This design comes from an exercise in tuning for small area and few clock cycles on the open sky130 flow, not from production work.
In this exercise RTL edits were held to simulation tests only and were not proved equivalent to the original.
Power is estimated from default activity; no workload was simulated.

$ cat design/flow/flow/run.sh
#!/bin/bash
# The standard layout (standard.sh) with three changes:
#  - synthesis maps the logic with flow/abc_area.script (an area-recovering
#    ABC mapping) in place of ORFS's area script; everything else in the
#    synthesis, registers included, is synth_recipe.tcl unchanged;
#  - the port buffers use the smallest buffer cell (repair_design still
#    upsizes any that need it);
#  - clock tree synthesis clusters the flip-flops under clkbuf_8 leaf
#    buffers without dummy balancing loads.
# Each tool logs to orfs/logs as usual; make's output goes to flow_make.log.
set -euo pipefail
HERE=$(pwd)
cat > "$HERE/synth_wrap.tcl" <<EOT
proc abc {args} {
  set i [lsearch \$args -script]
  if { \$i >= 0 } { lset args [expr {\$i + 1}] $HERE/flow/abc_area.script }
  yosys abc {*}\$args
}
source $HERE/synth_recipe.tcl
EOT
sed "s#SYNTH_SCRIPT=[^ ]*#SYNTH_SCRIPT=$HERE/synth_wrap.tcl#" standard.sh > standard_wrap.sh
grep -q "SYNTH_SCRIPT=$HERE/synth_wrap.tcl" standard_wrap.sh
export BUFFER_PORTS_ARGS="-buffer_cell sky130_fd_sc_hd__buf_1"
export CTS_ARGS="-sink_clustering_enable -repair_clock_nets -dont_use_dummy_load -sink_clustering_size 16 -sink_clustering_max_diameter 60 -buf_list sky130_fd_sc_hd__clkbuf_8"
bash standard_wrap.sh > flow_make.log 2>&1
$ cat design/flow/design.v
package ips_pkg;
  localparam int CFG_W       = 24;
  localparam int NUM_CFG     = 8;
  localparam int CFG_IDX_W   = 3;
  localparam int IN_TDATA_W  = 40;
  localparam int IN_TUSER_W  = 2;
  localparam int OUT_TDATA_W = 8;
  typedef logic [CFG_W-1:0]     cfg_word_t;
  typedef logic [CFG_IDX_W-1:0] cfg_idx_t;
  localparam cfg_idx_t CFG_IGNITION_STABLE = 3'd0;
  localparam cfg_idx_t CFG_CRANK_GRACE     = 3'd1;
  localparam cfg_idx_t CFG_BUS_IDLE_SLEEP  = 3'd2;
  localparam cfg_idx_t CFG_SCREEN_ON_DELAY = 3'd3;
  localparam cfg_idx_t CFG_IGNITION_LOSS   = 3'd4;
  localparam cfg_idx_t CFG_SHUTDOWN_PULSE  = 3'd5;
  localparam cfg_idx_t CFG_SHUTDOWN_GAP    = 3'd6;
  localparam cfg_idx_t CFG_POWERDOWN_WAIT  = 3'd7;
  localparam logic [NUM_CFG*CFG_W-1:0] CFG_RESET = {
    24'd20000, 24'd500, 24'd500, 24'd2000,
    24'd2000, 24'd30000, 24'd3000, 24'd500
  };
  typedef enum logic [2:0] {
    MODE_WAIT    = 3'd0,
    MODE_RUN     = 3'd1,
    MODE_PULSE1  = 3'd2,
    MODE_GAP1    = 3'd3,
    MODE_PULSE2  = 3'd4,
    MODE_GAP2    = 3'd5,
    MODE_PDOWN   = 3'd6,
    MODE_SLEEP   = 3'd7
  } ips_mode_t;
  typedef enum logic [1:0] {
    OP_TICK     = 2'd0,
    OP_IGNITION = 2'd1,
    OP_BUS      = 2'd2,
    OP_RESET    = 2'd3
  } ips_op_t;
  typedef struct packed {
    ips_op_t     opcode;
    logic        ignition_on;
    logic        keep_dcdc_on;
    logic [31:0] now_ms;
  } ips_item_t;
  typedef struct packed {
    logic      dcdc_relay;
    logic      shutdown_relay;
    logic      screen_visible;
    ips_mode_t mode;
  } ips_result_t;
endpackage
import ips_pkg::*;
module ips_fsm #(
  parameter int IGNITION_GAP_RESET_MS = 1000,
  parameter int TIME_BITS             = 32
) (
  input  logic               clk,
  input  logic               rst,
  input  logic               step,
  input  ips_pkg::ips_item_t item,
  input  logic [ips_pkg::NUM_CFG-1:0][ips_pkg::CFG_W-1:0] ncfg,   
  output ips_pkg::ips_result_t result
);
  localparam int LO_W = (TIME_BITS < CFG_W) ? TIME_BITS : CFG_W;
  localparam logic [CFG_W-1:0] GAP_LIM = IGNITION_GAP_RESET_MS + 1;
  ips_pkg::ips_mode_t mode, mode_next;
  logic [TIME_BITS-1:0] nts_a, nts_b, nts_l;
  logic b_zero, b_zero_next;
  logic l_zero;
  logic a_wr, b_wr, b_clr, l_wr;
  logic on_pend, on_pend_next;
  logic off_pend, off_pend_next;
  logic dcdc, dcdc_next;
  logic scr_pend, scr_pend_next;
  function automatic logic elapsed(logic [TIME_BITS-1:0] now_v,
                                   logic [TIME_BITS-1:0] nt,
                                   logic [CFG_W-1:0] nd);
    logic c;
    logic cc;
    logic x;
    logic eq_hi;
    logic wrap_hi;
    c  = 1'b1;
    cc = 1'b1;
    for (int i = 0; i < LO_W; i++) begin
      x  = now_v[i] ^ nt[i] ^ c;
      c  = (now_v[i] & nt[i]) | (now_v[i] & c) | (nt[i] & c);
      cc = (x & nd[i]) | (x & cc) | (nd[i] & cc);
    end
    for (int i = LO_W; i < CFG_W; i++) cc = cc & nd[i];
    eq_hi   = 1'b1;
    wrap_hi = 1'b1;
    for (int i = LO_W; i < TIME_BITS; i++) begin
      eq_hi = eq_hi & (now_v[i] ^ nt[i]);
      if (i == LO_W) wrap_hi = wrap_hi & !(now_v[i] ^ nt[i]);
      else           wrap_hi = wrap_hi & !(now_v[i] ^ nt[i] ^ (now_v[i-1] | nt[i-1]));
    end
    elapsed = cc | !(c ? eq_hi : wrap_hi);
  endfunction
  logic [TIME_BITS-1:0] now_t, nnow;
  logic                 now_zero;
  logic                 sel_l;
  logic [TIME_BITS-1:0] nop2;
  logic [CFG_W-1:0]     nlim_a, nlim_2;
  logic                 el_a, el_g, el_2;
  logic                 op2_unset;
  assign now_t = item.now_ms;
  assign nnow  = ~item.now_ms;
  assign now_zero = (now_t == '0);
  assign sel_l     = (mode == MODE_WAIT) && !on_pend;
  assign nop2      = sel_l ? nts_l : nts_b;
  assign op2_unset = sel_l ? l_zero : b_zero;
  always_comb begin
    case (mode)
      MODE_WAIT:                nlim_a = ncfg[CFG_IGNITION_STABLE];
      MODE_PULSE1, MODE_PULSE2: nlim_a = ncfg[CFG_SHUTDOWN_PULSE];
      MODE_GAP1, MODE_GAP2:     nlim_a = ncfg[CFG_SHUTDOWN_GAP];
      default:                  nlim_a = ncfg[CFG_SCREEN_ON_DELAY];
    endcase
  end
  always_comb begin
    case (mode)
      MODE_WAIT: nlim_2 = sel_l ? ncfg[CFG_BUS_IDLE_SLEEP] : ~GAP_LIM;
      MODE_RUN:  nlim_2 = ncfg[CFG_IGNITION_LOSS];
      default:   nlim_2 = ncfg[CFG_POWERDOWN_WAIT];
    endcase
  end
  assign el_a = elapsed(now_t, nts_a, nlim_a);
  assign el_g = elapsed(now_t, nts_a, ncfg[CFG_CRANK_GRACE]);
  assign el_2 = elapsed(now_t, nop2, nlim_2);
  always_comb begin
    logic grace;
    logic gap;
    logic loss;
    mode_next     = mode;
    a_wr          = 1'b0;
    b_wr          = 1'b0;
    l_wr          = 1'b0;
    b_clr         = 1'b0;
    on_pend_next  = on_pend;
    off_pend_next = off_pend;
    dcdc_next     = dcdc;
    scr_pend_next = scr_pend;
    grace = !el_g;
    gap   = !op2_unset && el_2;
    loss  = op2_unset ? (&ncfg[CFG_IGNITION_LOSS]) : el_2;
    case (item.opcode)
      OP_TICK: begin
        case (mode)
          MODE_WAIT: begin
            if (!on_pend) begin
              if (!off_pend && !op2_unset && el_2) begin
                mode_next  = MODE_SLEEP;
                dcdc_next  = 1'b1;
                l_wr       = 1'b1;
              end
            end else if (gap) begin
              on_pend_next  = 1'b0;
            end else if (el_a) begin
              mode_next     = MODE_RUN;
              dcdc_next     = 1'b1;
              a_wr          = 1'b1;
              b_clr         = 1'b1;
              scr_pend_next = 1'b1;
              on_pend_next  = 1'b0;
              off_pend_next = 1'b0;
            end
          end
          MODE_RUN: begin
            if (scr_pend && el_a) begin
              scr_pend_next = 1'b0;
              if (off_pend && op2_unset && !grace) b_wr = 1'b1;
            end else if (!scr_pend && off_pend && !grace) begin
              if (op2_unset) b_wr = 1'b1;
              if (loss) begin
                mode_next  = MODE_PULSE1;
                a_wr       = 1'b1;
                b_wr       = 1'b1;
              end
            end
          end
          MODE_PULSE1: if (el_a) begin mode_next = MODE_GAP1;   a_wr = 1'b1; end
          MODE_GAP1:   if (el_a) begin mode_next = MODE_PULSE2; a_wr = 1'b1; end
          MODE_PULSE2: if (el_a) begin mode_next = MODE_GAP2;   a_wr = 1'b1; end
          MODE_GAP2:   if (el_a) begin mode_next = MODE_PDOWN;                end
          MODE_PDOWN: begin
            if (el_2) begin
              mode_next     = MODE_WAIT;
              dcdc_next     = 1'b0;
              on_pend_next  = 1'b0;
              off_pend_next = 1'b0;
              l_wr          = 1'b1;
            end
          end
          default: begin
          end
        endcase
      end
      OP_IGNITION: begin
        if (item.ignition_on) begin
          off_pend_next = 1'b0;
          case (mode)
            MODE_WAIT: begin
              if (!on_pend || op2_unset || el_2) begin
                on_pend_next = 1'b1;
                a_wr         = 1'b1;
              end
              b_wr = 1'b1;
            end
            MODE_RUN: begin
              b_clr = 1'b1;
            end
            default: begin
              mode_next    = MODE_WAIT;
              dcdc_next    = 1'b1;
              on_pend_next = 1'b1;
              a_wr         = 1'b1;
              b_wr         = 1'b1;
            end
          endcase
        end else begin
          on_pend_next  = 1'b0;
          off_pend_next = 1'b1;
          if (mode == MODE_RUN && !scr_pend && op2_unset) b_wr = 1'b1;
        end
      end
      OP_BUS: begin
        l_wr = 1'b1;
      end
      default: begin
        mode_next     = MODE_WAIT;
        dcdc_next     = item.keep_dcdc_on || (mode != MODE_PDOWN);
        scr_pend_next = 1'b0;
        on_pend_next  = 1'b0;
        off_pend_next = 1'b0;
        l_wr          = 1'b1;
      end
    endcase
  end
  assign b_zero_next = b_wr ? now_zero : (b_clr || b_zero);
  always_ff @(posedge clk) begin
    if (step && a_wr) nts_a <= nnow;
    if (step && b_wr) nts_b <= nnow;
    if (step && l_wr) nts_l <= nnow;
  end
  always_ff @(posedge clk) begin
    if (rst) begin
      mode     <= MODE_WAIT;
      b_zero   <= 1'b1;
      l_zero   <= 1'b1;
      on_pend  <= 1'b0;
      off_pend <= 1'b0;
      dcdc     <= 1'b0;
      scr_pend <= 1'b0;
    end else if (step) begin
      mode     <= mode_next;
      b_zero   <= b_zero_next;
      if (l_wr) l_zero <= now_zero;
      on_pend  <= on_pend_next;
      off_pend <= off_pend_next;
      dcdc     <= dcdc_next;
      scr_pend <= scr_pend_next;
    end
  end
  assign result.dcdc_relay     = dcdc;
  assign result.shutdown_relay = (mode == MODE_PULSE1) || (mode == MODE_PULSE2);
  assign result.screen_visible = (mode == MODE_RUN) && !scr_pend;
  assign result.mode           = mode;
endmodule
import ips_pkg::*;
module ignition_power_supervisor #(
  parameter int IGNITION_GAP_RESET_MS = 1000,
  parameter int TIME_BITS             = 32
) (
  input  logic                             clk,
  input  logic                             rst,
  input  logic                             s_tvalid,
  output logic                             s_tready,
  input  logic [ips_pkg::IN_TDATA_W-1:0]   s_tdata,    
  input  logic [ips_pkg::IN_TUSER_W-1:0]   s_tuser,    
  output logic                             m_tvalid,
  input  logic                             m_tready,
  output logic [ips_pkg::OUT_TDATA_W-1:0]  m_tdata,    
  input  logic                             cfg_valid,
  output logic                             cfg_ready,
  input  ips_pkg::cfg_idx_t                cfg_index,
  input  ips_pkg::cfg_word_t               cfg_data
);
  logic [ips_pkg::NUM_CFG-1:0][ips_pkg::CFG_W-1:0] ncfg;
  ips_pkg::ips_item_t   in_item;
  ips_pkg::ips_result_t res;
  logic        out_valid;
  logic        accept;
  assign cfg_ready = 1'b1;
  logic [ips_pkg::CFG_W-1:0] cfg_d0, cfg_d1;
  assign cfg_d0 = ~cfg_data & {ips_pkg::CFG_W{!rst}};
  assign cfg_d1 = ~cfg_data | {ips_pkg::CFG_W{rst}};
  for (genvar i = 0; i < NUM_CFG; i++) begin : g_cfg
    logic                      cfg_we;
    logic [ips_pkg::CFG_W-1:0] cfg_rv;
    assign cfg_we = rst || (cfg_valid && cfg_index == i);
    assign cfg_rv = CFG_RESET[i*CFG_W +: CFG_W];
    always_ff @(posedge clk) begin
      if (cfg_we) begin
        for (int b = 0; b < CFG_W; b++) begin
          ncfg[i][b] <= cfg_rv[b] ? cfg_d0[b] : cfg_d1[b];
        end
      end
    end
  end
  assign s_tready = !out_valid || m_tready;
  assign accept   = s_tvalid && s_tready;
  assign in_item.opcode       = ips_pkg::ips_op_t'(s_tuser);
  assign in_item.ignition_on  = s_tdata[0];
  assign in_item.keep_dcdc_on = s_tdata[1];
  assign in_item.now_ms       = s_tdata[33:2];
  ips_fsm #(
    .IGNITION_GAP_RESET_MS (IGNITION_GAP_RESET_MS),
    .TIME_BITS             (TIME_BITS)
  ) u_fsm (
    .clk    (clk),
    .rst    (rst),
    .step   (accept),
    .item   (in_item),
    .ncfg   (ncfg),
    .result (res)
  );
  always_ff @(posedge clk) begin
    if (rst) begin
      out_valid <= 1'b0;
    end else if (accept) begin
      out_valid <= 1'b1;
    end else if (m_tready) begin
      out_valid <= 1'b0;
    end
  end
  assign m_tvalid = out_valid;
  assign m_tdata  = {2'b00, res.mode, res.screen_visible,
                     res.shutdown_relay, res.dcdc_relay};
endmodule
$ cat design/flow/config.mk
export PLATFORM = sky130hd
export DESIGN_NAME = ignition_power_supervisor
export DESIGN_NICKNAME = ignition_power_supervisor
export VERILOG_FILES = /design/flow/design.v
export SDC_FILE = /design/flow/constraint.sdc
export NUM_CORES = 4
export LEC_CHECK = 0
export ABC_AREA = 1
export CAP_MARGIN = 20
export CORE_MARGIN = 2
export CORE_UTILIZATION = 65
export SLEW_MARGIN = 20
$ cat design/flow/flow/abc_area.script
&get -n
&st
&dch
&nf -R 1000
&put
topo
$ cat design/flow/standard.sh
#!/bin/bash
# synth_recipe.tcl (not shown) runs the flow's synth.tcl, then flattens the netlist and writes it again
# the make line also repeats each setting of config.mk as NAME=value (left out here)
make -C /OpenROAD-flow-scripts/flow DESIGN_CONFIG=/design/flow/config.mk WORK_HOME=/design/flow/orfs CLKGATE_MAP_FILE= SYNTH_SCRIPT=/design/flow/synth_recipe.tcl "${@:-finish}"
$ cat design/flow/constraint.sdc
create_clock -name core_clock -period 15.0 [get_ports {clk}]
set_input_delay 3.0000 -clock core_clock [delete_from_list [all_inputs] [get_ports {clk}]]
set_output_delay 3.0000 -clock core_clock [all_outputs]
set_load 0.01 [all_outputs]
==> flow_summary.yaml, run 1 <==
logic_synthesis:
  yosysUniqueCellTypes: 49
  synth_area_leaders: "edfxtp_1 (64%), fa_1 (6.8%), maj3_1 (4.8%)"
  synth_cells: 910
  synth.most_common_cell: "edfxtp_1"
  ys_ff_latch: 298
  yosysWarningCount: 2
  syn_area_um2: 13500
  synth_top_cell_area_share_pct: 64.2
  ys.flop_type: "edfxtp_1"
  synth_area_leader_cell: "edfxtp_1"
  synth_edf_count: 288
  avgSynthCellArea_um2: 14.8
  synth_common_cells: "edfxtp_1 (288), clkinv_1 (92), nor2_1 (71), maj3_1 (64), nand2_1 (50)"
  synth-async-reset-ratio_pct: 0
  ys_seq_area_share_pct: 65.7
global_route:
  grt_max_degree: 56
  antenna_found_initial: 0
  overflow: 0
  grt_util_all_layers_pct: 27.8
  grt_pass1_wl_um: 45800
  grt_pass1_vias: 8485
setup_path:
  cp.required_ns: 15.29
  slowest_delay_ns: 0.57
  setup.worst_path.class: "primary input to flop"
  ff2ff_setup_slack_ns: 1.68
  cp_max_fo: 16
  path_common_cell: "fa_1"
  crit_path_end_kind: "flop"
  cp-start-kind: "primary input"
  arrival_ns: 14.86
  cp_slowest_cell: "fa_1"
floorplan:
  io_pins: 85
  rows: 52
  die_area_um2: 21900
  fp.dieW_um: 148
  core_um2: 20300
  initial_utilization_pct: 66.3
  die_y_um: 148
finish:
  final_core_util_pct: 73.1
  final_nets: 1187
  drive_above_1_share_pct: 7.93
  antennaDiodeCount: 0
  regArea_um2: 8850
  final_cells: 1316
  multi_input_area_um2: 4340
  syn_to_final_growth_pct: 10.2
  fill_cells: 1358
route:
  drt_wl_total_um: 29500
  drcViolationCount: 0
  ant_nets: 0
  vias: 8143
  drt_iter0_markers: 727
  viasPerCell: 6.19
  first_pass_iters: 7
  wl_per_cell_um: 22.4
placement:
  dp.cells: 1290
  place.gp.congestion: 0.928
  hpwlAfterDp_um: 19500
  port_buffers: 75
clock_network:
  htree_levels: 1
  cts_hold_buffers: 0
  clkTransAtPathRegs_ns: 0.10
  insertion_delay_ns: 0.56
  root_buffer: "clkbuf_8"
  tritoncts: "done"
  clock_sinks: 298
  cts_buffers: 23
  clockBufferDepth: 3
timing:
  fmax_mhz: 68.6
  hold_viol: 0
  finalWorstPathRequiredPeriod_ns: 14.57
  fin_crit_sh_pct: 97.1
  holdWs_ns: 0.455
  worst-slew-pin-transition_ns: 1.05
  skew_ns: 0.0477
  drv_slew: 0
  fin_tns_setup_ns: 0
  setup_viol: 0
  grt_setup_unrepaired: "false"
  slew_headroom_pct: 30.3
status:
  outcome: "finished clean"
power:
  cellPowerDensity_nw_per_um2: 113
  p_leak_nw: 5.14
  ir_worst_vdd_mv: 0.0850
min_path:
  hp-class: "flop to flop"
job:
  maxCapViolCount: 0
[area by class of cell]
class                           instances  share of cell area [%]
Inverter                               92                    2.33
Timing Repair Buffer                  115                    4.35
Tap cell                              270                    2.28
Multi-Input combinational cell        518                    29.3
Sequential cell                       298                    59.6
Clock buffer                           23                    2.13
[layer usage]
metal | wire [um] | track usage, % | part of all wire (%)
met5 | 0 | 0 | 0
met4 | 702 | 8.38 | 2.4
met3 | 2110 | 3.55 | 7.2
met2 | 14500 | 47.5 | 49
met1 | 12100 | 38.2 | 41
[registers in the layout, summed over array words and instances, names as in the netlist]
name	flops
u_fsm.mode	3
ncfg	192
u_fsm.off_pend	1
u_fsm.b_zero	1
u_fsm.nts_b	32
u_fsm.l_zero	1
u_fsm.on_pend	1
u_fsm.scr_pend	1
u_fsm.nts_a	32
u_fsm.nts_l	32
out_valid	1
u_fsm.dcdc	1
[report_power, final]
| part | total (W) | internal, W | leakage (nW) | switching [W] |
|---|---|---|---|---|
| clock | 0.000377 | 0.000138 | 0.165 | 0.000239 |
| combinational | 0.000297 | 0.000126 | 2.12 | 0.000171 |
| sequential | 0.00100 | 0.000980 | 2.86 | 0.0000201 |
[final timing paths]
path                 startpoint              end  depth (start not counted)
setup / recovery     s_tdata[2]  u_fsm.nts_b[18]                         36
hold / removal     u_fsm.l_zero     u_fsm.l_zero                          2
setup reg to reg  u_fsm.mode[2]    u_fsm.mode[2]                         39
hold reg to reg    u_fsm.l_zero     u_fsm.l_zero                          2
[stage by stage]
stage	area, um^2	total power, W	setup WS (ns)
final	14800	0.00167	0.428
after global routing	14800	0.00174	0.000167
after CTS	14800	0.00168	0.0269
after detailed placement	14400	0.00131	-0.972
after global placement	14400	0.00130	-0.856
after floorplan	13500	0.00121	0.00387
[logic make-up after synthesis]
kind of cell	share of synthesized area, %
xor+xnor	0.845
mux	2.83
simple gates	7.11
other cells	0.0558
flops	65.7
compound gates	7.30
buf+inv	2.79
fa+ha+maj	13.4
[timing repair]
item	CTS	global route
pin swaps	2	3
setup endpoints to repair	35	68
cloned	1	0
setup buffers	1	1
resized for setup	3	11
[critical path: cells and delay by family]
kind,cells,cell delay [ns]
AOI/OAI and AO/OA,4,0.69
adders and majority gates,24,10.11
buffers and inverters,4,0.60
and+or+nand+nor,4,0.44
[layout by cell type, fill, tap and decap left out, types with 8 or more instances in the layout]
master / Yosys / final
a21oi_1: 16 / 15
a221oi_1: 17 / 17
a222oi_1: 25 / 25
buf_1: 0 / 74
buf_4: 4 / 35
clkbuf_8: 0 / 23
clkinv_1: 92 / 92
dfxtp_1: 10 / 10
edfxtp_1: 288 / 288
fa_1: 46 / 40
ha_1: 19 / 19
maj3_1: 64 / 64
mux2i_1: 37 / 37
nand2_1: 50 / 50
nand2b_1: 28 / 28
nand3_1: 8 / 8
nand4_1: 15 / 15
nor2_1: 71 / 67
nor4_1: 11 / 11
o21ai_0: 34 / 31
xnor2_1: 8 / 8
Testbench counts, summed over its fixed seeds: cycles 36,016.
==> inputs of run 2 (changes only) <==
--- a/design/flow/config.mk
+++ b/design/flow/config.mk
@@ -7,6 +7,6 @@
 export LEC_CHECK = 0
 export ABC_AREA = 1
-export CAP_MARGIN = 20
+export CAP_MARGIN = 5
 export CORE_MARGIN = 2
 export CORE_UTILIZATION = 65
-export SLEW_MARGIN = 20
+export SLEW_MARGIN = 5
==> run 2 against run 1 <==
Non-clock buffer count unchanged. Register-to-register slack is essentially flat. Flip-flop and latch count unchanged. Critical path depth did not move. Combinational power about the same. Worst hold slack stayed put. Die area unchanged. Wire length unchanged. Area after synthesis is the same. Via count stayed put. Fmax stayed put. Synthesized cell count unchanged.
==> flow_summary.yaml, run 2 <==
timing:
  worst-slew-pin-transition_ns: 1.05
  finalWorstPathRequiredPeriod_ns: 14.57
  grt_setup_unrepaired: "false"
  slew_headroom_pct: 30.3
  drv_slew: 0
  hold_viol: 0
  setup_viol: 0
  fin_tns_setup_ns: 0
  skew_ns: 0.0477
  fmax_mhz: 68.6
  fin_crit_sh_pct: 97.1
logic_synthesis:
  yosysWarningCount: 2
  yosysUniqueCellTypes: 49
  ys_seq_area_share_pct: 65.7
  syn_area_um2: 13500
  synth_top_cell_area_share_pct: 64.2
  synth_area_leaders: "edfxtp_1 (64%), fa_1 (6.8%), maj3_1 (4.8%)"
  synth.most_common_cell: "edfxtp_1"
  synth_area_leader_cell: "edfxtp_1"
  ys.flop_type: "edfxtp_1"
  synth-async-reset-ratio_pct: 0
  ys_ff_latch: 298
  synth_edf_count: 288
  synth_cells: 910
  avgSynthCellArea_um2: 14.8
  synth_common_cells: "edfxtp_1 (288), clkinv_1 (92), nor2_1 (71), maj3_1 (64), nand2_1 (50)"
setup_path:
  crit_path_end_kind: "flop"
  reg2reg_from: "u_fsm.mode[2]"
  cp_max_fo: 16
  slowest_delay_ns: 0.57
  setup.worst_path.class: "primary input to flop"
  rr_worst_depth: 39
  arrival_ns: 14.86
  r2r_end: "u_fsm.mode[2]"
  crit_path_end: "u_fsm.nts_b[18]"
  cp-start-kind: "primary input"
  cp-startpoint: "s_tdata[2]"
  cp.required_ns: 15.29
  path_common_cell: "fa_1"
  ff2ff_setup_slack_ns: 1.68
  cp_slowest_cell: "fa_1"
clock_network:
  root_buffer: "clkbuf_8"
  clkTransAtPathRegs_ns: 0.10
  tritoncts: "done"
  cts_buffers: 23
  clock_sinks: 298
  htree_levels: 1
  insertion_delay_ns: 0.56
  clockBufferDepth: 3
floorplan:
  io_pins: 85
  core_um2: 20300
  die_y_um: 148
  die_area_um2: 21900
  rows: 52
  fp.dieW_um: 148
  initial_utilization_pct: 66.3
global_route:
  grt_pass1_vias: 8485
  grt_max_degree: 56
  overflow: 0
  grt_use_met3_pct: 3.55
  antenna_found_initial: 0
  use_met1_pct: 38.2
  grt_pass1_wl_um: 45800
  grt_util_all_layers_pct: 27.8
  met2_usage_pct: 47.5
  busiest_layer: "met2"
route:
  ant_nets: 0
  vias: 8143
  drcViolationCount: 0
  viasPerCell: 6.19
  first_pass_iters: 7
  drt_iter0_markers: 727
  drt_wl_total_um: 29500
  wl_per_cell_um: 22.4
placement:
  hpwlAfterDp_um: 19500
  port_buffers: 75
  place.gp.congestion: 0.928
  dp.cells: 1290
finish:
  antennaDiodeCount: 0
  largest_register: "ncfg"
  final_cells: 1316
  drive_above_1_share_pct: 7.93
  syn_to_final_growth_pct: 10.2
  final_cell_mix: "edfxtp_1 (288), clkinv_1 (92), buf_1 (74)"
  largest_register_ffs: 192
  mostFrequentLayoutCell: "edfxtp_1"
  final_nets: 1187
power:
  ir_worst_vdd_mv: 0.0850
  cellPowerDensity_nw_per_um2: 113
  p_leak_nw: 5.14
min_path:
  hp-class: "flop to flop"
status:
  outcome: "finished clean"
job:
  maxCapViolCount: 0
==> run 2: cell counts after synthesis <==
No cell type changed its count.
==> run 2: cell families (layout without fill, tap and decap cells) <==
kind of cell / count (synthesis) / in the layout / share of synthesized area, %
XOR/XNOR: 13 / 13 / 0.845
other: 2 / 3 / 0.0558
flip-flops: 298 / 298 / 65.7
buffers and inverters: 96 / 230 / 2.79
adder cells (fa/ha/maj): 129 / 129 / 13.4
AO/OA/AOI/OAI: 132 / 132 / 7.30
AND/OR/NAND/NOR: 202 / 203 / 7.11
multiplexers: 38 / 38 / 2.83
==> run 2: what timing repair did <==
action                     in CTS  in global routing
pin swaps                       2                  3
gates resized for setup         3                 11
cloned                          1                  0
setup endpoints to repair      35                 68
buffers inserted                1                  1
hold buffers                    0                  0
==> run 2: routing by layer <==
layer	up-vias	routed length (um)
met5	-	0
met2	331	14500
met1	4061	12100
met3	57	2110
met4	0	702
li1	3694	-
==> run 2: final cells by class <==
class,count,area [um^2]
fill,1358,5460
clock buffer,23,317
inverter,92,345
sequential,298,8850
tap,270,338
multi-input combinational,518,4340
timing repair buffer,115,646
==> run 2: critical path: cells and delay by family <==
kind,cells,cell delay (ns)
fa+ha+maj,24,10.11
simple gates,4,0.44
compound gates,4,0.69
buf+inv,4,0.60
==> run 2: worst min-delay path by stage <==
stage	endpoint	startpoint	cells after the start
3_3_place_gp	u_fsm.l_zero	u_fsm.l_zero	2
2_1_floorplan	u_fsm.l_zero	u_fsm.l_zero	2
3_5_place_dp	u_fsm.l_zero	u_fsm.l_zero	2
6_report	u_fsm.l_zero	u_fsm.l_zero	2
4_1_cts	u_fsm.l_zero	u_fsm.l_zero	2
5_1_grt	u_fsm.l_zero	u_fsm.l_zero	2
==> run 2: where the power goes <==
part / switching [W] / leakage (nW) / internal, W
Combinational: 0.000171 / 2.12 / 0.000126
Sequential: 0.0000201 / 2.86 / 0.000980
Clock: 0.000239 / 0.165 / 0.000138
==> run 2: metrics by stage <==
stage / setup slack (ns) / hold WS (ns) / util (%) / total power, W / instance area [um^2]
floorplan: 0.00387 / 0.412 / - / 0.00121 / 13500
global placement: -0.856 / 0.429 / 71.1 / 0.00130 / 14400
detailed placement: -0.972 / 0.442 / 71.1 / 0.00131 / 14400
CTS: 0.0269 / 0.460 / 72.8 / 0.00168 / 14800
global route: 0.000167 / 0.481 / 73.1 / 0.00174 / 14800
finish: 0.428 / 0.455 / 73.1 / 0.00167 / 14800
==> inputs of run 3 (changes only) <==
--- a/design/flow/design.v
+++ b/design/flow/design.v
@@ -110,19 +110,17 @@
   assign nop2      = sel_l ? nts_l : nts_b;
   assign op2_unset = sel_l ? l_zero : b_zero;
-  always_comb begin
-    case (mode)
-      MODE_WAIT:                nlim_a = ncfg[CFG_IGNITION_STABLE];
-      MODE_PULSE1, MODE_PULSE2: nlim_a = ncfg[CFG_SHUTDOWN_PULSE];
-      MODE_GAP1, MODE_GAP2:     nlim_a = ncfg[CFG_SHUTDOWN_GAP];
-      default:                  nlim_a = ncfg[CFG_SCREEN_ON_DELAY];
-    endcase
-  end
-  always_comb begin
-    case (mode)
-      MODE_WAIT: nlim_2 = sel_l ? ncfg[CFG_BUS_IDLE_SLEEP] : ~GAP_LIM;
-      MODE_RUN:  nlim_2 = ncfg[CFG_IGNITION_LOSS];
-      default:   nlim_2 = ncfg[CFG_POWERDOWN_WAIT];
-    endcase
-  end
+  logic m_wait, m_run, m_pulse, m_gap;
+  assign m_wait  = (mode == MODE_WAIT);
+  assign m_run   = (mode == MODE_RUN);
+  assign m_pulse = (mode == MODE_PULSE1) || (mode == MODE_PULSE2);
+  assign m_gap   = (mode == MODE_GAP1) || (mode == MODE_GAP2);
+  assign nlim_a = ({CFG_W{m_wait}}  & ncfg[CFG_IGNITION_STABLE])
+                | ({CFG_W{m_run}}   & ncfg[CFG_SCREEN_ON_DELAY])
+                | ({CFG_W{m_pulse}} & ncfg[CFG_SHUTDOWN_PULSE])
+                | ({CFG_W{m_gap}}   & ncfg[CFG_SHUTDOWN_GAP]);
+  assign nlim_2 = ({CFG_W{m_wait && on_pend}}  & ~GAP_LIM)
+                | ({CFG_W{m_wait && !on_pend}} & ncfg[CFG_BUS_IDLE_SLEEP])
+                | ({CFG_W{m_run}}              & ncfg[CFG_IGNITION_LOSS])
+                | ({CFG_W{!m_wait && !m_run}}  & ncfg[CFG_POWERDOWN_WAIT]);
   assign el_a = elapsed(now_t, nts_a, nlim_a);
   assign el_g = elapsed(now_t, nts_a, ncfg[CFG_CRANK_GRACE]);
--- a/design/flow/config.mk
+++ b/design/flow/config.mk
@@ -7,6 +7,6 @@
 export LEC_CHECK = 0
 export ABC_AREA = 1
-export CAP_MARGIN = 5
+export CAP_MARGIN = 20
 export CORE_MARGIN = 2
-export CORE_UTILIZATION = 65
-export SLEW_MARGIN = 5
+export CORE_UTILIZATION = 50
+export SLEW_MARGIN = 20
==> run 3 against run 2 <==
Register-to-register slack better by 0.58 ns. Die area up 28%. Sequential power about the same. Fmax up 0.61%. Final area up 0.33%. Via count down 4.7%. Global-route usage down 6.3 points. Count of clock-buffer cells in the layout up 4. Area after synthesis down 0.67%. Setup slack better by 0.088 ns. Non-clock buffer count down 4. Critical path depth up 1. Largest cell class unchanged. Largest power group unchanged.
==> flow_summary.yaml, run 3 <==
logic_synthesis:
  synth_area_leader_cell: "edfxtp_1"
  synth.most_common_cell: "edfxtp_1"
  yosysUniqueCellTypes: 47
  ys_seq_area_share_pct: 66.1
  synth_common_cells: "edfxtp_1 (288), clkinv_1 (92), maj3_1 (63), fa_1 (46), a21oi_1 (38)"
  synth_cells: 870
  synth_top_cell_area_share_pct: 64.7
  avgSynthCellArea_um2: 15.4
  ys.flop_type: "edfxtp_1"
  synth-async-reset-ratio_pct: 0
  synth_area_leaders: "edfxtp_1 (65%), fa_1 (6.9%), maj3_1 (4.7%)"
  synth_edf_count: 288
  ys_ff_latch: 298
  yosysWarningCount: 2
  syn_area_um2: 13400
timing:
  finalWorstPathRequiredPeriod_ns: 14.48
  slew_headroom_pct: 39.7
  drv_slew: 0
  fmax_mhz: 69.0
  skew_ns: 0.0655
  setup_viol: 0
  hold_viol: 0
  holdWs_ns: 0.455
  fin_crit_sh_pct: 96.6
  worst-slew-pin-transition_ns: 0.904
  fin_tns_setup_ns: 0
  grt_setup_unrepaired: "false"
setup_path:
  cp_slowest_cell: "fa_1"
  cp.required_ns: 15.44
  cp_max_fo: 4
  ff2ff_setup_slack_ns: 2.26
  setup.worst_path.class: "primary input to flop"
  path_common_cell: "fa_1"
  reg2reg_from: "u_fsm.mode[2]"
  cp-startpoint: "s_tdata[2]"
  arrival_ns: 14.92
  cp-start-kind: "primary input"
  slowest_delay_ns: 0.44
  crit_path_end_kind: "flop"
status:
  outcome: "finished clean"
finish:
  final_core_util_pct: 57.0
  final_cell_mix: "edfxtp_1 (288), clkinv_1 (92), buf_1 (74)"
  final_nets: 1145
  fill_cells: 2232
  drive_above_1_share_pct: 8.37
  largest_register: "ncfg"
  mostFrequentLayoutCell: "edfxtp_1"
  syn_to_final_growth_pct: 11.3
  largest_register_ffs: 192
floorplan:
  core_um2: 26100
  die_y_um: 168
  rows: 59
  die_area_um2: 28100
  initial_utilization_pct: 51.2
  fp.dieW_um: 168
  io_pins: 85
power:
  cellPowerDensity_nw_per_um2: 117
  ir_worst_vdd_mv: 0.0659
  p_leak_nw: 5.02
  p_total_w: 0.00175
clock_network:
  root_buffer: "clkbuf_8"
  clkTransAtPathRegs_ns: 0.10
  insertion_delay_ns: 0.58
  clock_sinks: 298
  tritoncts: "done"
  clockBufferDepth: 3
  htree_levels: 1
  cts_buffers: 27
placement:
  hpwlAfterDp_um: 19000
  port_buffers: 75
  place.gp.congestion: 0.812
job:
  maxCapViolCount: 0
route:
  viasPerCell: 5.79
  drcViolationCount: 0
  vias: 7764
  wl_met1_um: 13800
  first_pass_iters: 5
  wl_met2_um: 14100
  topRoutingLayerUsed: "met4"
  drt_iter0_markers: 770
  wl_per_cell_um: 22.2
  ant_nets: 0
  wl_met3_um: 1380
  drt_wl_total_um: 29800
min_path:
  min_from: "u_fsm.l_zero"
  hp-class: "flop to flop"
global_route:
  overflow: 0
  grt_max_degree: 56
  grt_pass1_vias: 7835
  antenna_found_initial: 1
  grt_pass1_wl_um: 45900
  grt_util_all_layers_pct: 21.5
run 3: final timing paths:
check | endpoint | cells past startpoint
hold / removal | u_fsm.l_zero | 2
hold reg to reg | u_fsm.l_zero | 2
setup reg to reg | u_fsm.mode[0] | 37
setup / recovery | u_fsm.mode[0] | 37
run 3: cell families (layout without fill, tap and decap cells):
logic type,Yosys count,count (layout),share of synthesized area (%)
compound gates,154,154,8.73
fa+ha+maj,128,128,13.4
flops,298,298,66.1
other cells,2,4,0.0561
xor+xnor,9,9,0.589
buf+inv,97,230,2.86
simple gates,147,147,5.62
mux,35,35,2.62
run 3: layout make-up:
cell class	instances	area (um^2)	area share, %
Multi-Input combinational cell	476	4220	28.3
Clock buffer	27	372	2.50
Antenna cell	1	2.50	0.0168
Tap cell	335	419	2.82
Timing Repair Buffer	111	683	4.59
Sequential cell	298	8850	59.4
Inverter	92	345	2.32
run 3: power breakdown:
group | total (W) | switching, W | internal [W] | leakage, nW
combinational | 0.000338 | 0.000190 | 0.000148 | 1.96
sequential | 0.00100 | 0.0000195 | 0.000981 | 2.86
clock | 0.000408 | 0.000248 | 0.000160 | 0.194
total | 0.00175 | 0.000458 | 0.00129 | 5.02
run 3: worst max-delay path: cells and delay by family:
family                   cells  cell delay (ns)
adder cells (fa/ha/maj)     25             9.88
buffers and inverters        4             0.51
AO/OA/AOI/OAI                3             0.46
AND/OR/NAND/NOR              5             1.06
run 3: metal layers:
layer  vias to the layer above  track usage (%)
met4                         0             4.54
met2                       204             35.0
met3                        45             2.69
met1                      3914             31.6
met5                         -                0
li1                       3601                -
run 3: through the flow:
step                      setup slack (ns)  instances  instance area, um^2
after detailed placement            -0.738       1308                14400
after CTS                           0.0172       1336                14800
after global placement              -0.831       1307                14400
final                                0.515       1340                14900
after floorplan                     0.0177        871                13400
after global routing                0.0459       1339                14900
run 3: timing repair:
action / in CTS / in global routing
hold buffers: 0 / 0
setup buffers: 1 / 1
pin swaps: 2 / 1
gates resized for setup: 0 / 10
setup endpoints to repair: 20 / 68
cloned: 0 / 2
Testbench counts of run 3, summed over its fixed seeds: cycles 36,016.
==> inputs of run 4 (changes only) <==
--- a/design/flow/config.mk
+++ b/design/flow/config.mk
@@ -9,4 +9,4 @@
 export CAP_MARGIN = 20
 export CORE_MARGIN = 2
-export CORE_UTILIZATION = 50
+export CORE_UTILIZATION = 65
 export SLEW_MARGIN = 20
==> run 4 against run 3 <==
Final area decreased by 0.82%. Global-route usage increased by 6.2 points. Sequential power about the same. Wire length decreased by 1.4%. Synthesized cell count unchanged. Worst hold slack improved by 0.0035 ns. Core utilization increased by 16 points. Critical path depth decreased by 1. Combinational power increased by 2%. Count of clock-buffer cells in the layout decreased by 4. Largest power group unchanged.
==> flow_summary.yaml, run 4 <==
finish:
  drive_above_1_share_pct: 8.23
  multi_input_area_um2: 4220
  fill_cells: 1309
  mostFrequentLayoutCell: "edfxtp_1"
  syn_to_final_growth_pct: 10.4
  final_cell_mix: "edfxtp_1 (288), clkinv_1 (92), buf_1 (74)"
  largest_register: "ncfg"
  final_core_util_pct: 73.0
  antennaDiodeCount: 0
  final_nets: 1149
  regArea_um2: 8850
  largest_register_ffs: 192
timing:
  skew_ns: 0.0375
  finalWorstPathRequiredPeriod_ns: 14.65
  fin_crit_sh_pct: 97.6
  grt_setup_unrepaired: "false"
  holdWs_ns: 0.459
  fmax_mhz: 68.3
  drv_slew: 0
  slew_headroom_pct: 26.4
  worst-slew-pin-transition_ns: 1.10
  hold_viol: 0
  setup_viol: 0
logic_synthesis:
  ys_ff_latch: 298
  synth_area_leader_cell: "edfxtp_1"
  ys_seq_area_share_pct: 66.1
  syn_area_um2: 13400
  yosysUniqueCellTypes: 47
  ys.flop_type: "edfxtp_1"
  synth_common_cells: "edfxtp_1 (288), clkinv_1 (92), maj3_1 (63), fa_1 (46), a21oi_1 (38)"
  synth-async-reset-ratio_pct: 0
  synth_edf_count: 288
  synth_area_leaders: "edfxtp_1 (65%), fa_1 (6.9%), maj3_1 (4.7%)"
  synth.most_common_cell: "edfxtp_1"
  yosysWarningCount: 2
  avgSynthCellArea_um2: 15.4
  synth_cells: 870
  synth_top_cell_area_share_pct: 64.7
setup_path:
  cp.required_ns: 15.24
  cp_slowest_cell: "fa_1"
  cp_max_fo: 16
  cp-start-kind: "primary input"
  crit_path_end_kind: "flop"
  path_common_cell: "fa_1"
  r2r_end: "u_fsm.nts_a[17]"
  arrival_ns: 14.88
  ff2ff_setup_slack_ns: 1.83
  reg2reg_from: "u_fsm.mode[2]"
  setup.worst_path.class: "primary input to flop"
  slowest_delay_ns: 0.44
  rr_worst_depth: 36
min_path:
  hold_path_depth: 2
  min_to: "u_fsm.dcdc"
  min_from: "u_fsm.dcdc"
  hp-class: "flop to flop"
job:
  maxCapViolCount: 0
floorplan:
  core_um2: 20200
  rows: 52
  io_pins: 85
  die_y_um: 147
  initial_utilization_pct: 66.1
  fp.dieW_um: 147
  die_area_um2: 21700
status:
  outcome: "finished clean"
clock_network:
  cts_hold_buffers: 0
  root_buffer: "clkbuf_8"
  htree_levels: 1
  tritoncts: "done"
  clock_sinks: 298
  insertion_delay_ns: 0.55
  clockBufferDepth: 3
  clkTransAtPathRegs_ns: 0.09
  cts_buffers: 23
power:
  p_total_w: 0.00172
  power.share.clock_pct: 21.8
  cellPowerDensity_nw_per_um2: 117
  combinationalPowerShare_pct: 20.1
  p_leak_nw: 5.02
  power_switching_w: 0.000453
  seqPwrFrac_pct: 58.1
  internal-power_w: 0.00127
  ir_worst_vdd_mv: 0.0908
  switching_share_pct: 26.3
route:
  drt_wl_total_um: 29400
  first_pass_iters: 6
  vias: 7955
  ant_nets: 0
  drcViolationCount: 0
  wl_per_cell_um: 23.0
  viasPerCell: 6.22
  drt_iter0_markers: 773
placement:
  hpwlAfterDp_um: 18800
  place.gp.congestion: 0.914
  port_buffers: 75
global_route:
  grt_util_all_layers_pct: 27.7
  grt_pass1_vias: 8251
  grt_max_degree: 56
  grt_pass1_wl_um: 45500
  antenna_found_initial: 0
  overflow: 0
-- run 4: metrics by stage --
| stage | area [um^2] | setup slack [ns] | instances | setup TNS (ns) |
|---|---|---|---|---|
| after floorplan | 13400 | 0.0177 | 871 | 0 |
| after global placement | 14300 | -0.761 | 1250 | -38.59 |
| after detailed placement | 14300 | -0.882 | 1250 | -50.86 |
| after CTS | 14700 | 0.0506 | 1278 | 0 |
| after global routing | 14800 | 0.0281 | 1278 | 0 |
| final | 14800 | 0.355 | 1278 | 0 |
-- run 4: logic make-up after synthesis --
family / synth area share [%]
buffers and inverters: 2.86
multiplexers: 2.62
AND/OR/NAND/NOR: 5.62
other: 0.0561
AO/OA/AOI/OAI: 8.73
flip-flops: 66.1
adder cells (fa/ha/maj): 13.4
XOR/XNOR: 0.589
-- run 4: worst max-delay path: cells and delay by family --
kind,cells,cell delay [ns]
AO/OA/AOI/OAI,4,0.90
adder cells (fa/ha/maj),25,10.00
buffers and inverters,5,0.65
AND/OR/NAND/NOR,2,0.32
-- run 4: worst max path at each step --
| stage | startpoint | endpoint | slack (ns) |
|---|---|---|---|
| final | s_tdata[2] | u_fsm.nts_a[18] | 0.35 |
| after global routing | s_tdata[2] | u_fsm.nts_a[17] | 0.03 |
| after CTS | s_tdata[2] | u_fsm.nts_a[18] | 0.05 |
| after detailed placement | s_tdata[2] | u_fsm.nts_b[17] | -0.88 |
| after global placement | s_tdata[2] | u_fsm.nts_b[15] | -0.76 |
| after floorplan | s_tdata[2] | u_fsm.nts_a[0] | 0.02 |
-- run 4: repair_timing --
item / in CTS / in global routing
gates resized for setup: 3 / 8
buffers inserted: 3 / 0
setup endpoints to repair: 52 / 68
pin swaps: 2 / 2
cloned: 2 / 0
-- run 4: per-layer routing --
metal	track usage, %	vias to the layer above	share of wire [%]
li1	-	3613	-
met1	40.4	3911	42
met2	45.1	377	48
met3	3.61	54	7.9
met4	7.60	0	2.5
met5	0	-	0
-- run 4: cell type report --
cell class,count,share of cell area [%]
Inverter,92,2.34
Multi-Input combinational cell,477,28.6
Tap cell,270,2.29
Clock buffer,23,2.14
Timing Repair Buffer,118,4.70
Sequential cell,298,59.9
-- run 4: power groups by stage --
stage | clock [W] | sequential, W | combinational [W]
floorplan | 0 | 0.00101 | 0.000232
global placement | 0 | 0.00102 | 0.000329
detailed placement | 0 | 0.00102 | 0.000341
CTS | 0.000379 | 0.00100 | 0.000346
global route | 0.000407 | 0.00101 | 0.000379
finish | 0.000375 | 0.00100 | 0.000346
==> inputs of run 5 (changes only) <==
--- a/design/flow/flow/run.sh
+++ b/design/flow/flow/run.sh
@@ -6,5 +6,5 @@
 #  - the port buffers use the smallest buffer cell (repair_design still
 #    upsizes any that need it);
-#  - clock tree synthesis clusters the flip-flops under clkbuf_8 leaf
+#  - clock tree synthesis clusters the flip-flops under clkbuf_4 leaf
 #    buffers without dummy balancing loads.
 # Each tool logs to orfs/logs as usual; make's output goes to flow_make.log.
@@ -22,4 +22,4 @@
 grep -q "SYNTH_SCRIPT=$HERE/synth_wrap.tcl" standard_wrap.sh
 export BUFFER_PORTS_ARGS="-buffer_cell sky130_fd_sc_hd__buf_1"
-export CTS_ARGS="-sink_clustering_enable -repair_clock_nets -dont_use_dummy_load -sink_clustering_size 16 -sink_clustering_max_diameter 60 -buf_list sky130_fd_sc_hd__clkbuf_8"
+export CTS_ARGS="-sink_clustering_enable -repair_clock_nets -dont_use_dummy_load -sink_clustering_size 10 -sink_clustering_max_diameter 50 -buf_list sky130_fd_sc_hd__clkbuf_4"
 bash standard_wrap.sh > flow_make.log 2>&1
--- a/design/flow/config.mk
+++ b/design/flow/config.mk
@@ -10,3 +10,4 @@
 export CORE_MARGIN = 2
 export CORE_UTILIZATION = 65
+export GPL_TIMING_DRIVEN = 0
 export SLEW_MARGIN = 20
==> run 5 against run 4 <==
Wire length rose by 0.41%. Clock skew up 0.051 ns. Die area stayed put. Register-to-register slack got worse by 0.64 ns. Worst hold slack improved by 0.0080 ns. Cell count is 0.47% lower. Combinational power about the same. Fmax fell by 0.48%. Total power shrank 1.2%. Sequential power about the same.
==> flow_summary.yaml, run 5 <==
status:
  outcome: "finished clean"
floorplan:
  initial_utilization_pct: 66.1
  core_um2: 20200
  die_area_um2: 21700
  fp.dieW_um: 147
  die_y_um: 147
  rows: 52
  io_pins: 85
setup_path:
  path_common_cell: "fa_1"
  cp.required_ns: 15.31
  arrival_ns: 15.02
  crit_path_end: "u_fsm.nts_a[30]"
  setup.worst_path.class: "primary input to flop"
  cp-startpoint: "s_tdata[2]"
  crit_cells: 36
  cp_slowest_cell: "fa_1"
  cp_max_fo: 8
  slowest_delay_ns: 0.45
  rr_worst_depth: 35
  ff2ff_setup_slack_ns: 1.19
  reg2reg_from: "u_fsm.mode[2]"
  crit_path_end_kind: "flop"
  critPathTopFamily: "adder cells"
  cp-start-kind: "primary input"
  crit_buf_inv: 3
  r2r_end: "u_fsm.nts_a[30]"
global_route:
  antenna_found_initial: 1
  overflow: 0
  grt_pass1_vias: 8255
  grt_util_all_layers_pct: 28.0
  grt_max_degree: 55
  grt_pass1_wl_um: 45800
power:
  seqPwrFrac_pct: 58.9
  combinationalPowerShare_pct: 20.4
  p_total_w: 0.00170
  power_switching_w: 0.000456
  switching_share_pct: 26.8
  ir_worst_vdd_mv: 0.0883
  p_leak_nw: 4.98
  power.share.clock_pct: 20.7
  cellPowerDensity_nw_per_um2: 115
  internal-power_w: 0.00125
logic_synthesis:
  ys_ff_latch: 298
  synth_area_leaders: "edfxtp_1 (65%), fa_1 (6.9%), maj3_1 (4.7%)"
  synth_common_cells: "edfxtp_1 (288), clkinv_1 (92), maj3_1 (63), fa_1 (46), a21oi_1 (38)"
  synth_area_leader_cell: "edfxtp_1"
  yosysWarningCount: 2
  syn_area_um2: 13400
  synth_edf_count: 288
  synth_top_cell_area_share_pct: 64.7
  synth-async-reset-ratio_pct: 0
  synth.most_common_cell: "edfxtp_1"
  yosysUniqueCellTypes: 47
  avgSynthCellArea_um2: 15.4
  ys_seq_area_share_pct: 66.1
  ys.flop_type: "edfxtp_1"
  synth_cells: 870
finish:
  largest_register_ffs: 192
  final_cell_mix: "edfxtp_1 (288), clkinv_1 (90), buf_1 (74)"
  drive_above_1_share_pct: 8.99
  syn_to_final_growth_pct: 10.3
  mostFrequentLayoutCell: "edfxtp_1"
  final_nets: 1142
  largest_register: "ncfg"
  fill_cells: 1362
timing:
  holdWs_ns: 0.466
  setup_viol: 0
  grt_setup_unrepaired: "false"
  fmax_mhz: 68.0
  worst-slew-pin-transition_ns: 1.16
  drv_slew: 0
  slew_headroom_pct: 22.8
  finalWorstPathRequiredPeriod_ns: 14.72
  hold_viol: 0
  skew_ns: 0.0885
  fin_tns_setup_ns: 0
  fin_crit_sh_pct: 98.1
route:
  wl_per_cell_um: 23.2
  vias: 8052
  drt_wl_total_um: 29500
  drcViolationCount: 0
  first_pass_iters: 7
  ant_nets: 0
  viasPerCell: 6.33
  drt_iter0_markers: 749
clock_network:
  insertion_delay_ns: 0.65
  root_buffer: "clkbuf_4"
  clock_sinks: 298
  htree_levels: 2
  tritoncts: "done"
  clockBufferDepth: 3
  cts_hold_buffers: 0
  clkTransAtPathRegs_ns: 0.10
  cts_buffers: 36
min_path:
  hold_path_depth: 2
  hp-class: "flop to flop"
placement:
  hpwlAfterDp_um: 19100
  place.gp.congestion: 0.911
  port_buffers: 75
job:
  maxCapViolCount: 0
==> run 5: layout make-up <==
class                      instances  area [um^2]  share of cell area [%]
antenna                            1         2.50                  0.0170
buffer                             5         37.5                   0.254
clock buffer                      36          270                    1.83
inverter                          92          349                    2.37
multi-input combinational        477         4260                    28.9
sequential                       298         8850                    60.0
tap                              270          338                    2.29
timing repair buffer              93          648                    4.39
==> run 5: how the worst min path moves through the flow <==
stage	from	endpoint	slack (ns)
after global placement	u_fsm.l_zero	u_fsm.l_zero	0.43
final	u_fsm.l_zero	u_fsm.l_zero	0.47
after CTS	u_fsm.l_zero	u_fsm.l_zero	0.46
after detailed placement	u_fsm.l_zero	u_fsm.l_zero	0.45
after floorplan	u_fsm.l_zero	u_fsm.l_zero	0.41
after global routing	u_fsm.dcdc	u_fsm.dcdc	0.50
==> run 5: kinds of logic (layout without fill, tap and decap cells) <==
logic type,count (synthesis),in the layout,synth area share [%]
AOI/OAI and AO/OA,154,154,8.73
xor gates and xnor gates,9,9,0.589
adders and majority gates,128,128,13.4
buffers and inverters,97,226,2.86
DFF,298,298,66.1
muxes,35,35,2.62
other,2,4,0.0561
and+or+nand+nor,147,148,5.62
==> run 5: metal layers <==
metal / vias to the layer above / global-route usage (%) / wire (um)
met3: 64 / 4.23 / 2450
met2: 366 / 44.6 / 14100
met4: 0 / 8.51 / 771
met1: 3991 / 41.1 / 12200
li1: 3631 / - / -
met5: - / 0 / 0
==> run 5: per-stage QoR <==
step	std cells	area (um^2)	util [%]	setup slack, ns
2_1_floorplan	871	13400	-	0.0177
3_3_place_gp	1216	14000	69.3	-2.11
3_5_place_dp	1227	14300	70.7	-1.28
4_1_cts	1270	14700	72.7	0.0124
5_1_grt	1272	14800	72.9	0.0127
6_report	1272	14800	72.9	0.285
==> run 5: worst min-delay path: cells and delay by family, from the launching register on <==
kind	cells	cell delay, ns
DFF	1	0.33
and+or+nand+nor	2	0.10
==> run 5: power by group through the flow <==
| stage | Sequential (W) | Combinational, W | Clock, W |
|---|---|---|---|
| 2_1_floorplan | 0.00101 | 0.000232 | 0 |
| 3_3_place_gp | 0.00102 | 0.000318 | 0 |
| 3_5_place_dp | 0.00102 | 0.000340 | 0 |
| 4_1_cts | 0.00100 | 0.000345 | 0.000360 |
| 5_1_grt | 0.00101 | 0.000382 | 0.000391 |
| 6_report | 0.00100 | 0.000347 | 0.000353 |
==> run 5: timing repair <==
item | 4_1_cts | 5_1_grt
setup endpoints to repair | 67 | 69
pin swaps | 3 | 1
resized for setup | 5 | 10
cloned | 1 | 1
buffers inserted | 6 | 0
==> inputs of run 6 (changes only) <==
--- a/design/flow/config.mk
+++ b/design/flow/config.mk
@@ -10,4 +10,3 @@
 export CORE_MARGIN = 2
 export CORE_UTILIZATION = 65
-export GPL_TIMING_DRIVEN = 0
 export SLEW_MARGIN = 20
==> run 6 against run 5 <==
Synthesized cell count unchanged. Largest cell class unchanged. Combinational power down 1%. Area after synthesis unchanged. Non-clock buffer count up 16. Fmax up 1.2%. Core utilization down 0.54 points. Via count down 0.79%. Wire length down 0.63%. Worst hold slack worse by 0.0073 ns.
==> flow_summary.yaml, run 6 <==
route:
  viasPerCell: 6.20
  first_pass_iters: 5
  vias: 7988
  drcViolationCount: 0
  ant_nets: 0
  wl_per_cell_um: 22.7
  drt_iter0_markers: 746
  drt_wl_total_um: 29300
clock_network:
  tritoncts: "done"
  cts_buffers: 37
  insertion_delay_ns: 0.65
  clockBufferDepth: 3
  root_buffer: "clkbuf_4"
  cts_setup_buffers: 0
  clock_sinks: 298
  htree_levels: 2
  clkTransAtPathRegs_ns: 0.08
logic_synthesis:
  yosysUniqueCellTypes: 47
  synth-async-reset-ratio_pct: 0
  synth_cells: 870
  synth.most_common_cell: "edfxtp_1"
  synth_area_leaders: "edfxtp_1 (65%), fa_1 (6.9%), maj3_1 (4.7%)"
  ys_seq_area_share_pct: 66.1
  ys_ff_latch: 298
  synth_area_leader_cell: "edfxtp_1"
  ys.flop_type: "edfxtp_1"
  syn_area_um2: 13400
  synth_top_cell_area_share_pct: 64.7
  yosysWarningCount: 2
  avgSynthCellArea_um2: 15.4
  synth_common_cells: "edfxtp_1 (288), clkinv_1 (92), maj3_1 (63), fa_1 (46), a21oi_1 (38)"
  synth_edf_count: 288
timing:
  finalWorstPathRequiredPeriod_ns: 14.54
  slew_headroom_pct: 28.6
  hold_viol: 0
  fmax_mhz: 68.8
  drv_slew: 0
  worst-slew-pin-transition_ns: 1.07
  holdWs_ns: 0.459
  grt_setup_unrepaired: "false"
  fin_crit_sh_pct: 96.9
  fin_tns_setup_ns: 0
  skew_ns: 0.0631
  setup_viol: 0
setup_path:
  arrival_ns: 15.05
  cp_max_fo: 4
  slowest_delay_ns: 0.44
  cp_slowest_cell: "fa_1"
  path_common_cell: "fa_1"
  setup.worst_path.class: "primary input to flop"
  cp-start-kind: "primary input"
  cp.required_ns: 15.51
  crit_path_end_kind: "flop"
floorplan:
  io_pins: 85
  core_um2: 20200
  rows: 52
  initial_utilization_pct: 66.1
  fp.dieW_um: 147
  die_y_um: 147
  die_area_um2: 21700
global_route:
  overflow: 0
  antenna_found_initial: 1
  grt_pass1_wl_um: 45300
  grt_util_all_layers_pct: 27.8
  grt_pass1_vias: 8278
  grt_max_degree: 56
  met2_usage_pct: 44.3
  grt_use_met3_pct: 4.44
  use_met1_pct: 40.1
  busiest_layer: "met2"
power:
  p_leak_nw: 4.99
  combinationalPowerShare_pct: 20.1
  ir_worst_vdd_mv: 0.0763
  power_switching_w: 0.000459
  seqPwrFrac_pct: 58.8
  p_total_w: 0.00170
  cellPowerDensity_nw_per_um2: 116
  switching_share_pct: 26.9
  power.share.clock_pct: 21.1
  internal-power_w: 0.00124
finish:
  postLayoutCellArea_um2: 14600
  mostFrequentLayoutCell: "edfxtp_1"
  fill_cells: 1339
  drive_above_1_share_pct: 8.94
  largest_register: "ncfg"
  syn_to_final_growth_pct: 9.46
  largest_register_ffs: 192
  final_cell_mix: "edfxtp_1 (288), clkinv_1 (92), buf_1 (74)"
  final_nets: 1159
placement:
  port_buffers: 75
  hpwlAfterDp_um: 18800
  dpl_cell_area_um2: 14300
  place.gp.congestion: 0.914
min_path:
  hp-class: "flop to flop"
status:
  outcome: "finished clean"
job:
  maxCapViolCount: 0
## run 6: cell count changes in the layout (fill, tap and decap cells not counted), sizes merged
cell	previous run	this run
clkinv	91	92
inv	1	0
buf	97	114
## run 6: worst paths after layout
| check | slack, ns | from | depth (start not counted) | to |
|---|---|---|---|---|
| worst max-delay path | 0.46 | s_tdata[2] | 37 | u_fsm.mode[2] |
| worst min-delay path | 0.46 | u_fsm.dcdc | 2 | u_fsm.dcdc |
| worst max register to register | 1.88 | u_fsm.mode[2] | 37 | u_fsm.mode[2] |
| worst min register to register | 0.46 | u_fsm.dcdc | 2 | u_fsm.dcdc |
## run 6: metal layers
metal / part of all wire [%] / vias up
met4: 2.8 / 0
met1: 42 / 3919
li1: - / 3644
met5: 0 / -
met3: 7.9 / 56
met2: 48 / 369
## run 6: timing repair
| item | in CTS | in global routing |
|---|---|---|
| hold buffers | 0 | 0 |
| endpoints found under the setup margin | 32 | 68 |
| resized for setup | 1 | 7 |
| cloned | 1 | 0 |
| pin swaps | 1 | 1 |
## run 6: metrics by stage
stage          instances  setup WS (ns)  util, %
6_report            1289          0.460     72.4
5_1_grt             1289         0.0231     72.4
4_1_cts             1288         0.0583     72.3
3_5_place_dp        1250         -0.882     70.8
3_3_place_gp        1250         -0.761     70.8
2_1_floorplan        871         0.0177        -
## run 6: power by group through the flow
stage          clock network [W]  registers (W)  logic (W)
6_report                0.000359        0.00100   0.000342
3_3_place_gp                   0        0.00102   0.000329
4_1_cts                 0.000366        0.00100   0.000343
2_1_floorplan                  0        0.00101   0.000232
5_1_grt                 0.000391        0.00101   0.000376
3_5_place_dp                   0        0.00102   0.000341
## run 6: cell type report
class                           instances  area (um^2)  area share (%)
Sequential cell                       298         8850            60.4
Tap cell                              270          338            2.31
Antenna cell                            1         2.50          0.0171
Clock buffer                           37          278            1.90
Inverter                               92          345            2.36
Timing Repair Buffer                  114          613            4.19
Multi-Input combinational cell        477         4220            28.8
## run 6: worst max-delay path: cells and delay by family
kind / cells / cell delay [ns]
compound gates: 3 / 0.46
fa+ha+maj: 25 / 10.01
buf+inv: 4 / 0.50
simple gates: 5 / 1.07
## run 6: cells by family after synthesis
logic type,Yosys count,synth area share (%)
multiplexers,35,2.62
buffers and inverters,97,2.86
other,2,0.0561
AO/OA/AOI/OAI,154,8.73
XOR/XNOR,9,0.589
flip-flops,298,66.1
AND/OR/NAND/NOR,147,5.62
adder cells (fa/ha/maj),128,13.4
==> inputs of run 7 (changes only) <==
--- a/design/flow/flow/run.sh
+++ b/design/flow/flow/run.sh
@@ -22,4 +22,4 @@
 grep -q "SYNTH_SCRIPT=$HERE/synth_wrap.tcl" standard_wrap.sh
 export BUFFER_PORTS_ARGS="-buffer_cell sky130_fd_sc_hd__buf_1"
-export CTS_ARGS="-sink_clustering_enable -repair_clock_nets -dont_use_dummy_load -sink_clustering_size 10 -sink_clustering_max_diameter 50 -buf_list sky130_fd_sc_hd__clkbuf_4"
+export CTS_ARGS="-sink_clustering_enable -repair_clock_nets -dont_use_dummy_load -sink_clustering_size 12 -sink_clustering_max_diameter 50 -buf_list {sky130_fd_sc_hd__clkbuf_2 sky130_fd_sc_hd__clkbuf_4 sky130_fd_sc_hd__clkbuf_8}"
 bash standard_wrap.sh > flow_make.log 2>&1
==> run 7 against run 6 <==
Total power is 6.2% higher. Cell count is 0.23% higher. Synthesized cell count did not move. Fmax is 1.1% lower. Wire length grew 1.3%. Register-to-register slack got worse by 0.06 ns. Still clean. Critical path depth shrank 1. Combinational power grew 1%.
==> flow_summary.yaml, run 7 <==
clock_network:
  insertion_delay_ns: 0.54
  clock_sinks: 298
  htree_levels: 2
  tritoncts: "done"
  cts_hold_buffers: 0
  clkTransAtPathRegs_ns: 0.05
  root_buffer: "clkbuf_8"
  cts_buffers: 34
  clockBufferDepth: 3
power:
  internal-power_w: 0.00134
  switching_share_pct: 26.2
  combinationalPowerShare_pct: 19.1
  power_switching_w: 0.000473
  power.share.clock_pct: 25.4
  cellPowerDensity_nw_per_um2: 121
  ir_worst_vdd_mv: 0.0918
  p_leak_nw: 5.11
  seqPwrFrac_pct: 55.4
  p_total_w: 0.00181
logic_synthesis:
  synth.most_common_cell: "edfxtp_1"
  yosysWarningCount: 2
  synth_area_leaders: "edfxtp_1 (65%), fa_1 (6.9%), maj3_1 (4.7%)"
  ys_seq_area_share_pct: 66.1
  yosysUniqueCellTypes: 47
  synth_cells: 870
  synth_edf_count: 288
  syn_area_um2: 13400
  synth_area_leader_cell: "edfxtp_1"
  ys.flop_type: "edfxtp_1"
  synth_common_cells: "edfxtp_1 (288), clkinv_1 (92), maj3_1 (63), fa_1 (46), a21oi_1 (38)"
  synth_top_cell_area_share_pct: 64.7
  avgSynthCellArea_um2: 15.4
  synth-async-reset-ratio_pct: 0
  ys_ff_latch: 298
finish:
  final_nets: 1163
  antennaDiodeCount: 0
  final_cell_mix: "edfxtp_1 (288), clkinv_1 (92), buf_1 (74)"
  largest_register_ffs: 192
  final_core_util_pct: 73.9
  syn_to_final_growth_pct: 11.8
  drive_above_1_share_pct: 9.49
  largest_register: "ncfg"
  mostFrequentLayoutCell: "edfxtp_1"
setup_path:
  setup.worst_path.class: "primary input to flop"
  crit_path_end: "u_fsm.nts_l[9]"
  path_common_cell: "fa_1"
  cp-startpoint: "s_tdata[2]"
  crit_path_end_kind: "flop"
  cp-start-kind: "primary input"
  r2r_end: "u_fsm.nts_l[9]"
  cp.required_ns: 15.20
  ff2ff_setup_slack_ns: 1.82
  slowest_delay_ns: 0.44
  cp_max_fo: 13
  reg2reg_from: "u_fsm.mode[2]"
  cp_slowest_cell: "fa_1"
  rr_worst_depth: 36
  arrival_ns: 14.89
route:
  drt_wl_total_um: 29700
  wl_per_cell_um: 23.0
  drt_iter0_markers: 716
  ant_nets: 0
  drcViolationCount: 0
  viasPerCell: 6.22
  first_pass_iters: 7
  vias: 8042
floorplan:
  rows: 52
  core_um2: 20200
  fp.dieW_um: 147
  die_y_um: 147
  initial_utilization_pct: 66.1
  io_pins: 85
  die_area_um2: 21700
timing:
  slew_headroom_pct: 29.1
  holdWs_ns: 0.460
  hold_viol: 0
  worst-slew-pin-transition_ns: 1.06
  drv_slew: 0
  finalWorstPathRequiredPeriod_ns: 14.70
  skew_ns: 0.0368
  setup_viol: 0
  fmax_mhz: 68.0
  fin_crit_sh_pct: 98.0
  grt_setup_unrepaired: "false"
global_route:
  overflow: 0
  grt_pass1_vias: 8323
  grt_util_all_layers_pct: 28.3
  antenna_found_initial: 0
  grt_pass1_wl_um: 45900
  grt_max_degree: 56
job:
  maxCapViolCount: 0
placement:
  hpwlAfterDp_um: 18800
  port_buffers: 75
  place.gp.congestion: 0.914
min_path:
  hp-class: "flop to flop"
status:
  outcome: "finished clean"
-- run 7: kinds of logic after synthesis --
| kind of cell | after synthesis | share of synthesized area [%] |
|---|---|---|
| XOR/XNOR | 9 | 0.589 |
| AND/OR/NAND/NOR | 147 | 5.62 |
| adder cells (fa/ha/maj) | 128 | 13.4 |
| AO/OA/AOI/OAI | 154 | 8.73 |
| other | 2 | 0.0561 |
| buffers and inverters | 97 | 2.86 |
| multiplexers | 35 | 2.62 |
| flip-flops | 298 | 66.1 |
-- run 7: power by group through the flow --
| stage | Combinational, W | Clock, W | Sequential (W) |
|---|---|---|---|
| after floorplan | 0.000232 | 0 | 0.00101 |
| after global placement | 0.000329 | 0 | 0.00102 |
| after detailed placement | 0.000341 | 0 | 0.00102 |
| after CTS | 0.000347 | 0.000470 | 0.00100 |
| after global routing | 0.000381 | 0.000493 | 0.00101 |
| final | 0.000346 | 0.000460 | 0.00100 |
-- run 7: metal layers --
| metal | routed length, um | track usage [%] | share of wire [%] |
|---|---|---|---|
| met3 | 2040 | 5.43 | 6.9 |
| met5 | 0 | 0 | 0 |
| met1 | 12700 | 40.1 | 43 |
| met2 | 14200 | 45.4 | 48 |
| met4 | 775 | 8.85 | 2.6 |
-- run 7: repair_timing --
action                     CTS  global route
gates cloned                 2             0
buffers inserted             5             1
gates resized for setup      3             9
pin swaps                    2             2
setup endpoints to repair   53            68
-- run 7: worst min path at each step --
stage,start,endpoint,slack (ns),depth (start not counted)
detailed placement,u_fsm.l_zero,u_fsm.l_zero,0.45,2
global route,u_fsm.dcdc,u_fsm.dcdc,0.47,2
finish,u_fsm.dcdc,u_fsm.dcdc,0.46,2
floorplan,u_fsm.l_zero,u_fsm.l_zero,0.41,2
CTS,u_fsm.dcdc,u_fsm.dcdc,0.46,2
global placement,u_fsm.l_zero,u_fsm.l_zero,0.43,2
-- run 7: critical path, delay by kind of cell --
family / cells / cell delay, ns
AO/OA/AOI/OAI: 2 / 0.45
adder cells (fa/ha/maj): 25 / 10.00
buffers and inverters: 6 / 0.86
AND/OR/NAND/NOR: 3 / 0.55
-- run 7: stage by stage --
step	TNS, ns	instance area [um^2]	std cells	worst slack [ns]
after floorplan	0	13400	871	0.0177
after global placement	-38.59	14300	1250	-0.761
after detailed placement	-50.86	14300	1250	-0.882
after CTS	0	14900	1291	0.0194
after global routing	0	15000	1292	0.0348
final	0	15000	1292	0.304
-- run 7: layout make-up --
class	count	area, um^2
Clock buffer	34	468
Inverter	92	345
Sequential cell	298	8850
Timing Repair Buffer	121	736
Fill cell	1299	5280
Tap cell	270	338
Multi-Input combinational cell	477	4220

==> static timing again, ports no longer ideal <==
How much do the figures lean on ideal ports? The routed layouts below were timed once more, with nothing changed but the port constraints.
Step 1 assumes that a clkbuf_16 drives the clock port and a buf_2 every other input.
Step 2, shift: input delay + t, output delay - t, t = (earliest + latest rising clock arrival at the registers) / 2. This alone moves slack from input paths to output paths.
a / b / c = no drivers / after step 1 / after step 2; a / b = the first two.
run	t, ns	slack for setup (ns)	hold WS [ns]	slew at the worst register clock pin (ns)	worst data-port slew with drivers (ns)
run 1	0.578	0.428 / 0.448 / -0.130	0.455 / 0.455 / 0.455	0.10 / 0.10	0.04
run 2	0.578	0.428 / 0.448 / -0.130	0.455 / 0.455 / 0.455	0.10 / 0.10	0.04
run 3	0.593	0.515 / 0.538 / -0.055	0.455 / 0.455 / 0.455	0.10 / 0.10	0.04
run 4	0.572	0.355 / 0.371 / -0.201	0.459 / 0.459 / 0.459	0.10 / 0.10	0.07
run 5	0.648	0.285 / 0.303 / -0.346	0.466 / 0.466 / 0.466	0.11 / 0.11	0.04
run 6	0.653	0.460 / 0.476 / -0.176	0.459 / 0.459 / 0.459	0.11 / 0.11	0.07
run 7	0.561	0.304 / 0.324 / -0.238	0.460 / 0.460 / 0.460	0.08 / 0.08	0.08
Met with ideal ports but missed after step 2: setup timing in every run listed. The setup slack of run 6, which loses most, moves by +0.016 ns with the drivers and by -0.636 ns with both steps.
